Source: an optimization exercise on an open RTL-to-GDS flow (aim: a short achievable clock period and few clock cycles). Production flows keep margins and buffers that such runs may drop. Only simulation tests tie the RTL to the original design; equivalence was not proved. Power is estimated from default activity; no workload was simulated.

===== flow/config.mk =====
export PLATFORM = sky130hd
export DESIGN_NAME = mips_uniciclo
export DESIGN_NICKNAME = mips_uniciclo
export VERILOG_FILES = /design/flow/design.v
export SDC_FILE = /design/flow/constraint.sdc
export NUM_CORES = 4
export LEC_CHECK = 0
export CAP_MARGIN = 20
export CORE_MARGIN = 2
export CORE_UTILIZATION = 40
export SLEW_MARGIN = 20

===== flow/design.v =====
`default_nettype none
package isa_pkg;
	localparam logic [5:0] op_rtype = 6'h00;	 
	localparam logic [5:0] op_j     = 6'h02;
	localparam logic [5:0] op_jal   = 6'h03;
	localparam logic [5:0] op_beq   = 6'h04;
	localparam logic [5:0] op_bne   = 6'h05;
	localparam logic [5:0] op_addiu = 6'h09;
	localparam logic [5:0] op_slti  = 6'h0a;
	localparam logic [5:0] op_andi  = 6'h0c;
	localparam logic [5:0] op_ori   = 6'h0d;
	localparam logic [5:0] op_xori  = 6'h0e;
	localparam logic [5:0] op_lui   = 6'h0f;
	localparam logic [5:0] op_lw    = 6'h23;
	localparam logic [5:0] op_sw    = 6'h2b;
	localparam logic [5:0] fn_jr   = 6'h08;
	localparam logic [5:0] fn_addu = 6'h21;
	localparam logic [5:0] fn_subu = 6'h23;
	localparam logic [5:0] fn_and  = 6'h24;
	localparam logic [5:0] fn_or   = 6'h25;
	localparam logic [5:0] fn_xor  = 6'h26;
	localparam logic [5:0] fn_slt  = 6'h2a;
	localparam logic [5:0] fn_sltu = 6'h2b;
	localparam int unsigned op_hi  = 31;
	localparam int unsigned op_lo  = 26;
	localparam int unsigned rs_hi  = 25;
	localparam int unsigned rs_lo  = 21;
	localparam int unsigned rt_hi  = 20;
	localparam int unsigned rt_lo  = 16;
	localparam int unsigned rd_hi  = 15;
	localparam int unsigned rd_lo  = 11;
	localparam int unsigned fn_hi  = 5;
	localparam int unsigned fn_lo  = 0;
	localparam int unsigned imm_hi = 15;
	localparam int unsigned imm_lo = 0;
	localparam int unsigned idx_hi = 25;
	localparam int unsigned idx_lo = 0;
endpackage
`default_nettype wire
`default_nettype none
package core_pkg;
	typedef enum logic [3:0] {
		alu_add  = 4'd0,	 
		alu_sub  = 4'd1,	 
		alu_and  = 4'd2,
		alu_or   = 4'd3,
		alu_xor  = 4'd4,
		alu_slt  = 4'd5,	 
		alu_sltu = 4'd6,	 
		alu_lui  = 4'd7	 
	} alu_op_t;
	typedef enum logic [1:0] {
		wb_alu  = 2'd0,
		wb_mem  = 2'd1,	 
		wb_link = 2'd2	 
	} wb_sel_t;
	typedef enum logic [1:0] {
		pc_seq    = 2'd0,	 
		pc_branch = 2'd1,	 
		pc_jump   = 2'd2,	 
		pc_reg    = 2'd3	 
	} pc_sel_t;
	typedef enum logic [1:0] {
		dst_rt  = 2'd0,	 
		dst_rd  = 2'd1,	 
		dst_r31 = 2'd2	 
	} dst_sel_t;
endpackage
`default_nettype wire
`timescale 1ns/1ps
`default_nettype none
module control_unit (
	input  wire logic [5:0]         opcode,
	input  wire logic [5:0]         funct,
	output core_pkg::alu_op_t       alu_op,
	output core_pkg::wb_sel_t       wb_sel,
	output core_pkg::pc_sel_t       pc_sel,
	output core_pkg::dst_sel_t      dst_sel,
	output logic                    alu_src_imm,	 
	output logic                    sign_ext,	 
	output logic                    reg_we,
	output logic                    mem_we,
	output logic                    branch_ne	 
);
	always_comb begin
		alu_op      = core_pkg::alu_add;	 
		wb_sel      = core_pkg::wb_alu;
		pc_sel      = core_pkg::pc_seq;
		dst_sel     = core_pkg::dst_rt;
		alu_src_imm = 1'b0;
		sign_ext    = 1'b1;
		reg_we      = 1'b0;
		mem_we      = 1'b0;
		branch_ne   = 1'b0;
		case (opcode)
			isa_pkg::op_rtype: begin
				dst_sel = core_pkg::dst_rd;
				reg_we  = 1'b1;	 
				case (funct)
					isa_pkg::fn_addu: alu_op = core_pkg::alu_add;
					isa_pkg::fn_subu: alu_op = core_pkg::alu_sub;
					isa_pkg::fn_and:  alu_op = core_pkg::alu_and;
					isa_pkg::fn_or:   alu_op = core_pkg::alu_or;
					isa_pkg::fn_xor:  alu_op = core_pkg::alu_xor;
					isa_pkg::fn_slt:  alu_op = core_pkg::alu_slt;
					isa_pkg::fn_sltu: alu_op = core_pkg::alu_sltu;
					isa_pkg::fn_jr: begin
						pc_sel = core_pkg::pc_reg;	 
						reg_we = 1'b0;
					end
					default: reg_we = 1'b0;	 
				endcase
			end
			isa_pkg::op_addiu, isa_pkg::op_slti, isa_pkg::op_andi,
			isa_pkg::op_ori, isa_pkg::op_xori, isa_pkg::op_lui: begin
				alu_src_imm = 1'b1;
				reg_we      = 1'b1;
				sign_ext    = (opcode == isa_pkg::op_addiu) || (opcode == isa_pkg::op_slti);
				case (opcode)
					isa_pkg::op_slti: alu_op = core_pkg::alu_slt;
					isa_pkg::op_andi: alu_op = core_pkg::alu_and;
					isa_pkg::op_ori:  alu_op = core_pkg::alu_or;
					isa_pkg::op_xori: alu_op = core_pkg::alu_xor;
					isa_pkg::op_lui:  alu_op = core_pkg::alu_lui;
					default:          alu_op = core_pkg::alu_add;
				endcase
			end
			isa_pkg::op_lw: begin
				alu_src_imm = 1'b1;	 
				wb_sel      = core_pkg::wb_mem;
				reg_we      = 1'b1;
			end
			isa_pkg::op_sw: begin
				alu_src_imm = 1'b1;
				mem_we      = 1'b1;
			end
			isa_pkg::op_beq, isa_pkg::op_bne: begin
				alu_op    = core_pkg::alu_sub;	 
				pc_sel    = core_pkg::pc_branch;
				branch_ne = (opcode == isa_pkg::op_bne);
			end
			isa_pkg::op_j: pc_sel = core_pkg::pc_jump;
			isa_pkg::op_jal: begin
				pc_sel  = core_pkg::pc_jump;
				wb_sel  = core_pkg::wb_link;	 
				dst_sel = core_pkg::dst_r31;
				reg_we  = 1'b1;
			end
			default: ;	 
		endcase
	end
endmodule
`default_nettype wire
`timescale 1ns/1ps
`default_nettype none
module register_bank (
	input  wire logic                    clk,
	input  wire logic                    rst_n,
	input  wire logic [5-1:0] raddr1,	 
	input  wire logic [5-1:0] raddr2,	 
	input  wire logic [5-1:0] waddr,
	input  wire logic                    we,
	input  wire logic [32-1:0]   wdata,
	output logic      [32-1:0]   rdata1,
	output logic      [32-1:0]   rdata2
);
	logic [32-1:0] regs [32];	 
	always_ff @(posedge clk) begin
		if (!rst_n) begin
			for (int i = 0; i < 32; i++) begin
				regs[i] <= '0;	 
			end
		end else if (we && (waddr != '0)) begin
			regs[waddr] <= wdata;	 
		end
	end
	assign rdata1 = (raddr1 == '0) ? '0 : regs[raddr1];
	assign rdata2 = (raddr2 == '0) ? '0 : regs[raddr2];
endmodule
`default_nettype wire
`timescale 1ns/1ps
`default_nettype none
module alu (
	input  wire logic [32-1:0] a,	 
	input  wire logic [32-1:0] b,	 
	input  core_pkg::alu_op_t          op,
	output logic      [32-1:0] result,
	output logic                       zero
);
	localparam int half = 32 / 2;
	logic lt_signed;
	logic lt_unsigned;
	assign lt_signed   = $signed(a) < $signed(b);
	assign lt_unsigned = a < b;
	always_comb begin
		case (op)
			core_pkg::alu_add:  result = a + b;	 
			core_pkg::alu_sub:  result = a - b;
			core_pkg::alu_and:  result = a & b;
			core_pkg::alu_or:   result = a | b;
			core_pkg::alu_xor:  result = a ^ b;
			core_pkg::alu_slt:  result = {{(32-1){1'b0}}, lt_signed};
			core_pkg::alu_sltu: result = {{(32-1){1'b0}}, lt_unsigned};
			core_pkg::alu_lui:  result = {b[half-1:0], {half{1'b0}}};	 
			default:            result = '0;
		endcase
	end
	assign zero = (a == b);
endmodule
`default_nettype wire
`timescale 1ns/1ps
`default_nettype none
module program_counter (
	input  wire logic                      clk,
	input  wire logic                      rst_n,
	input  core_pkg::pc_sel_t              pc_sel,
	input  wire logic                      zero,	 
	input  wire logic                      branch_ne,
	input  wire logic [32-1:0]     imm_ext,	 
	input  wire logic [26-1:0]   jump_index,
	input  wire logic [32-1:0]     reg_target,	 
	output logic      [32-1:0]     pc,
	output logic      [32-1:0]     pc_plus4	 
);
	logic                  taken;
	logic [32-1:0] branch_target;
	logic [32-1:0] jump_target;
	logic [32-1:0] pc_next;
	assign pc_plus4      = pc + 32'd4;
	assign taken         = zero ^ branch_ne;	 
	assign branch_target = pc_plus4 + {imm_ext[32-3:0], 2'b00};
	assign jump_target   = {pc_plus4[32-1:26+2], jump_index, 2'b00};	 
	always_comb begin
		case (pc_sel)
			core_pkg::pc_branch: pc_next = taken ? branch_target : pc_plus4;
			core_pkg::pc_jump:   pc_next = jump_target;
			core_pkg::pc_reg:    pc_next = reg_target;
			default:             pc_next = pc_plus4;
		endcase
	end
	always_ff @(posedge clk) begin
		if (!rst_n) begin
			pc <= '0;	 
		end else begin
			pc <= pc_next;
		end
	end
endmodule
`default_nettype wire
`timescale 1ns/1ps
`default_nettype none
module mips_uniciclo (
	input  wire logic                    clk,
	input  wire logic                    rst_n,
	output logic      [32-1:0]   imem_addr,	 
	input  wire logic [32-1:0]   imem_data,
	output logic      [32-1:0]   dmem_addr,
	output logic      [32-1:0]   dmem_wdata,
	output logic                         dmem_we,	 
	input  wire logic [32-1:0]   dmem_rdata,
	output logic                         rf_we,	 
	output logic      [5-1:0] rf_waddr,
	output logic      [32-1:0]   rf_wdata
);
	logic [5:0]                opcode;
	logic [5:0]                funct;
	logic [5-1:0]   rs;
	logic [5-1:0]   rt;
	logic [5-1:0]   rd;
	logic [16-1:0]    imm;
	logic [26-1:0]   jump_index;
	core_pkg::alu_op_t  alu_op;
	core_pkg::wb_sel_t  wb_sel;
	core_pkg::pc_sel_t  pc_sel;
	core_pkg::dst_sel_t dst_sel;
	logic               alu_src_imm;
	logic               sign_ext;
	logic               reg_we;
	logic               mem_we;
	logic               branch_ne;
	logic [32-1:0] rs_data;
	logic [32-1:0] rt_data;
	logic [32-1:0] imm_ext;
	logic [32-1:0] alu_b;
	logic [32-1:0] alu_result;
	logic                  zero;
	logic [32-1:0] pc;
	logic [32-1:0] pc_plus4;
	assign opcode     = imem_data[isa_pkg::op_hi:isa_pkg::op_lo];
	assign rs         = imem_data[isa_pkg::rs_hi:isa_pkg::rs_lo];
	assign rt         = imem_data[isa_pkg::rt_hi:isa_pkg::rt_lo];
	assign rd         = imem_data[isa_pkg::rd_hi:isa_pkg::rd_lo];
	assign funct      = imem_data[isa_pkg::fn_hi:isa_pkg::fn_lo];
	assign imm        = imem_data[isa_pkg::imm_hi:isa_pkg::imm_lo];
	assign jump_index = imem_data[isa_pkg::idx_hi:isa_pkg::idx_lo];
	assign imm_ext = sign_ext ? {{(32-16){imm[16-1]}}, imm}
	                          : {{(32-16){1'b0}}, imm};
	assign alu_b   = alu_src_imm ? imm_ext : rt_data;
	always_comb begin
		case (dst_sel)
			core_pkg::dst_rd:  rf_waddr = rd;
			core_pkg::dst_r31: rf_waddr = '1;	 
			default:           rf_waddr = rt;
		endcase
		case (wb_sel)
			core_pkg::wb_mem:  rf_wdata = dmem_rdata;
			core_pkg::wb_link: rf_wdata = pc_plus4;
			default:           rf_wdata = alu_result;
		endcase
	end
	assign rf_we      = reg_we & rst_n;	 
	assign dmem_we    = mem_we & rst_n;
	assign dmem_addr  = alu_result;
	assign dmem_wdata = rt_data;	 
	assign imem_addr  = pc;
	control_unit ctrl_i (
		.opcode      (opcode),
		.funct       (funct),
		.alu_op      (alu_op),
		.wb_sel      (wb_sel),
		.pc_sel      (pc_sel),
		.dst_sel     (dst_sel),
		.alu_src_imm (alu_src_imm),
		.sign_ext    (sign_ext),
		.reg_we      (reg_we),
		.mem_we      (mem_we),
		.branch_ne   (branch_ne)
	);
	register_bank regs_i (
		.clk    (clk),
		.rst_n  (rst_n),
		.raddr1 (rs),
		.raddr2 (rt),
		.waddr  (rf_waddr),
		.we     (rf_we),
		.wdata  (rf_wdata),
		.rdata1 (rs_data),
		.rdata2 (rt_data)
	);
	alu alu_i (
		.a      (rs_data),
		.b      (alu_b),
		.op     (alu_op),
		.result (alu_result),
		.zero   (zero)
	);
	program_counter pc_i (
		.clk        (clk),
		.rst_n      (rst_n),
		.pc_sel     (pc_sel),
		.zero       (zero),
		.branch_ne  (branch_ne),
		.imm_ext    (imm_ext),
		.jump_index (jump_index),
		.reg_target (rs_data),	 
		.pc         (pc),
		.pc_plus4   (pc_plus4)
	);
endmodule
`default_nettype wire

===== flow/run.sh =====
#!/bin/bash
# synth_recipe.tcl (not shown) runs the flow's synth.tcl, then flattens the netlist and writes it again
# the make line also repeats each setting of config.mk as NAME=value (left out here)
make -C /OpenROAD-flow-scripts/flow DESIGN_CONFIG=/design/flow/config.mk WORK_HOME=/design/flow/orfs CLKGATE_MAP_FILE= SYNTH_SCRIPT=/design/flow/synth_recipe.tcl finish

===== flow/constraint.sdc =====
create_clock -name core_clock -period 9.5 [get_ports {clk}]
set_input_delay 1.9000 -clock core_clock [delete_from_list [all_inputs] [get_ports {clk}]]
set_output_delay 1.9000 -clock core_clock [all_outputs]
set_load 0.01 [all_outputs]

==> summary.md <==
| Metric | Value |
|---|---|
| Initial Util | `0.403` |
| Dpl hpwl | `171000 um` |
| Die ar. | `160000 um^2` |
| Largest net degree at the start of global routing | `47` |
| Ratio of cells with drive above 1 in the final layout | `0.298` |
| Pre-Repair DR Iteration Count | `7` |
| Area Overhead vs Synth | `20.6%` |
| Pwr Density | `190 nW/um^2` |
| Worst setup margin | `0.111 ns` |
| Post-synthesis sequential area ratio | `0.499` |
| Drt drc | `0` |
| Root Buffer Master | `clkbuf_16` |
| Max FFs per register | `1024` |
| Hold slack | `0.569 ns` |
| Leak | `28.4 nW` |
| Vias in the first global route | `48345` |
| Ys async rst share | `0` |
| Share of the synthesized area in the top cell type | `0.489` |
| Clock transition at the registers of the reported paths | `0.06 ns` |
| Area of the multi-input gates | `30200 um^2` |
| Yosys warning count | `5` |
| Die Height | `401 um` |
| Synth area leader | `edfxtp_1` |
| First-pass GRT wire length | `368000 um` |
| Top post-synthesis cells by area | `edfxtp_1 (49%), mux4_2 (22%), nor2_1 (6.2%)` |
| CTS tree | `yes` |
| Dpl ws | `-0.366 ns` |
| Overall power | `14.4 mW` |
| Reg area | `31400 um^2` |
| ANT nets after route | `0` |
| Site row count | `145` |
| WL/cell | `34.6 um` |
| Final setup fails | `0` |
| Fin nets | `5654` |
| Core area | `156000 um^2` |
| Post-Route Setup TNS | `0 ns` |
| Die width | `401 um` |
| CTS H-tree lvls | `3` |
| Syn_area_per_cell | `12.7 um^2` |
| Clock Skew | `0.0550 ns` |
| Required @ worst endpoint | `7.60 ns` |
| Max_slew headroom | `0.182` |
| Worst-Skew Late Latency | `0.77 ns` |
| Initial antenna violation count | `8` |
| Layout fillers | `13607` |
| Post-synthesis cell type count | `100` |
| DR vias/cell | `6.52` |
| Flops & latches, synth | `1056` |
| Vias | `49614` |
| Most frequent cell after synthesis | `nor2_1` |
| Dominant synthesized flop cell | `edfxtp_1` |
| Maximum VDD drop | `0.155 mV` |
| Ant diodes | `0` |
| Final critical-path share of the clock period | `0.988` |
| Mapped Cells | `4971` |
| Post-synth EDFFs | `1024` |
| Outcome | `complete, no violations` |
| Critical path capture point type | `output pin` |
| Tightest Pin Transition | `1.23 ns` |
| IO buf count | `200` |
| Crit path max fanout | `16` |
| CTS Buffer Depth | `3` |
| Min Clock Period, post-route | `9.39 ns` |
| Final Hold Fails | `0` |
| Final WL | `263000 um` |
| DR iter-0 viols | `7778` |
| Grt total ovfl | `0` |
| Worst Path Arrival | `7.49 ns` |
| Post-synth top cells | `nor2_1 (1033), edfxtp_1 (1024), mux4_2 (627)` |
| Max-Cap Viols | `0` |
| Crit path kind | `in2out` |
| Hold Crit Class | `reg2reg` |
| GPL Wtd Cong | `1.01` |
| Max Slew Vio Count | `0` |
| Syn Std Cell Area | `62900 um^2` |
| Ports | `201` |
| Total GRT Usage | `0.322` |
| CP Launch Type | `primary input` |
| Clock sink count | `1056` |
| CTS buffer count | `109` |
| Fmax | `107 MHz` |
## cell usage in the layout (no fill, tap or decap), types with 17 or more instances in the layout
| cell | count |
|---|---|
| nand3_1 | 25 |
| nand2b_1 | 17 |
| o21a_1 | 19 |
| mux4_2 | 627 |
| a211oi_1 | 18 |
| dfxtp_1 | 32 |
| a31oi_1 | 19 |
| mux2i_1 | 61 |
| nand2_4 | 20 |
| o21bai_1 | 19 |
| conb_1 | 32 |
| buf_12 | 57 |
| xor2_1 | 27 |
| inv_1 | 143 |
| clkinv_1 | 27 |
| clkinv_2 | 21 |
| nand2_2 | 42 |
| a21o_1 | 28 |
| mux2_2 | 27 |
| clkdlybuf4s50_1 | 186 |
| a21oi_1 | 139 |
| xnor2_1 | 35 |
| ha_1 | 120 |
| buf_4 | 559 |
| edfxtp_1 | 1024 |
| nand2_1 | 181 |
| a22oi_1 | 31 |
| nor2b_1 | 27 |
| o21ai_0 | 137 |
| clkbuf_16 | 115 |
| o21ai_1 | 17 |
| nor3_1 | 210 |
| nor2_1 | 1025 |
## path summary, 6_finish.rpt
path | from | to | slack [ns] | cells past startpoint
max | imem_data[21] | rf_wdata[18] | 0.11 | 24
min | pc_i.pc[0]$_SDFFE_PN0P_ | pc_i.pc[0]$_SDFFE_PN0P_ | 0.57 | 2
max reg2reg | regs_i.regs[19][0]$_SDFFCE_PN0P_ | regs_i.regs[28][18]$_SDFFCE_PN0P_ | 3.68 | 22
min reg2reg | pc_i.pc[0]$_SDFFE_PN0P_ | pc_i.pc[0]$_SDFFE_PN0P_ | 0.57 | 2
## metal layers
layer / track usage / share of wire / vias to the layer above
met4: 0.184 / 0.067 / 10
met1: 0.412 / 0.36 / 25135
li1: - / - / 20001
met2: 0.508 / 0.46 / 3675
met3: 0.0687 / 0.11 / 793
met5: 0 / 0.00022 / -
## per-stage QoR
stage	cells	area, um^2	util
floorplan	5002	63000	-
global placement	7389	71600	0.458
detailed placement	7389	71600	0.458
CTS	7591	75300	0.482
global route	7606	75900	0.486
finish	7606	75900	0.486
## cells by family (layout without fill, tap and decap cells)
group	after synthesis	count (layout)	share of synthesized area
other cells	1	32	0.0000596
xor+xnor	65	65	0.00935
simple gates	1687	1687	0.114
buf+inv	624	1170	0.0389
mux	719	719	0.240
fa+ha+maj	130	130	0.0262
flops	1056	1056	0.499
compound gates	689	689	0.0729
## worst max-delay path, stage by stage
cell and delay (ns):
buf_12 0.18, buf_12 0.14, mux4_2 0.51, mux4_2 0.49, mux2_2 0.34, o21ai_0 0.11, buf_4 0.18, buf_4 0.17
inv_1 0.05, ha_1 0.24, fa_2 0.38, nor2b_1 0.17, o21ai_2 0.16, nand4_1 0.22, a31oi_1 0.26, buf_4 0.17
nand2_1 0.10, buf_4 0.15, a221o_1 0.35, a21o_4 0.26, o21ai_2 0.16, buf_4 0.20, inv_1 0.05, clkdlybuf4s50_1 0.48
## power breakdown
part | leakage [nW] | internal (mW) | total (mW) | switching, mW
Combinational | 15.8 | 1.84 | 4.63 | 2.79
Sequential | 10.8 | 5.27 | 5.37 | 0.0938
Clock | 1.75 | 2.48 | 4.43 | 1.95
## timing repair
item | 4_1_cts | 5_1_grt
gates cloned | 0 | 3
pin swaps | 5 | 11
gates resized for setup | 23 | 80
buffers inserted | 2 | 12
setup endpoints to repair | 23 | 34
hold buffers | 0 | 0
## area by class of cell
type	count	area share
Multi-Input combinational cell	3322	0.398
Sequential cell	1056	0.414
Inverter	145	0.00717
Timing Repair Buffer	825	0.0998
Tap cell	2058	0.0339
Clock buffer	126	0.0376
Clock inverter	74	0.00980
Testbench counts, summed over its fixed seeds: cycles 89,920.

[what the ideal ports hide]
The flow's constraints put no driver on any port. The routed layout listed below was extracted and timed again, unchanged, in two steps.
Step 1, drivers: a clkbuf_16 drives clk and a buf_2 each remaining input, both assumed.
Step 2 times the ports against the registers' clock, not the clock port: input delays grow and output delays shrink by t, the midpoint of the rising clock arrivals with the driver on.
Slacks: ideal ports / drivers / drivers and shift; pairs: ideal ports / drivers.
t, ns: 0.831
setup WS [ns]: 0.111 / 0.024 / 0.024
worst hold slack (ns): 0.569 / 0.569 / 0.569
latest minus earliest clock arrival (ns): 0.055 / 0.055
After both steps setup and hold are still met in this run. The setup slack of this run moves by -0.087 ns with the drivers and by -0.087 ns with both steps.
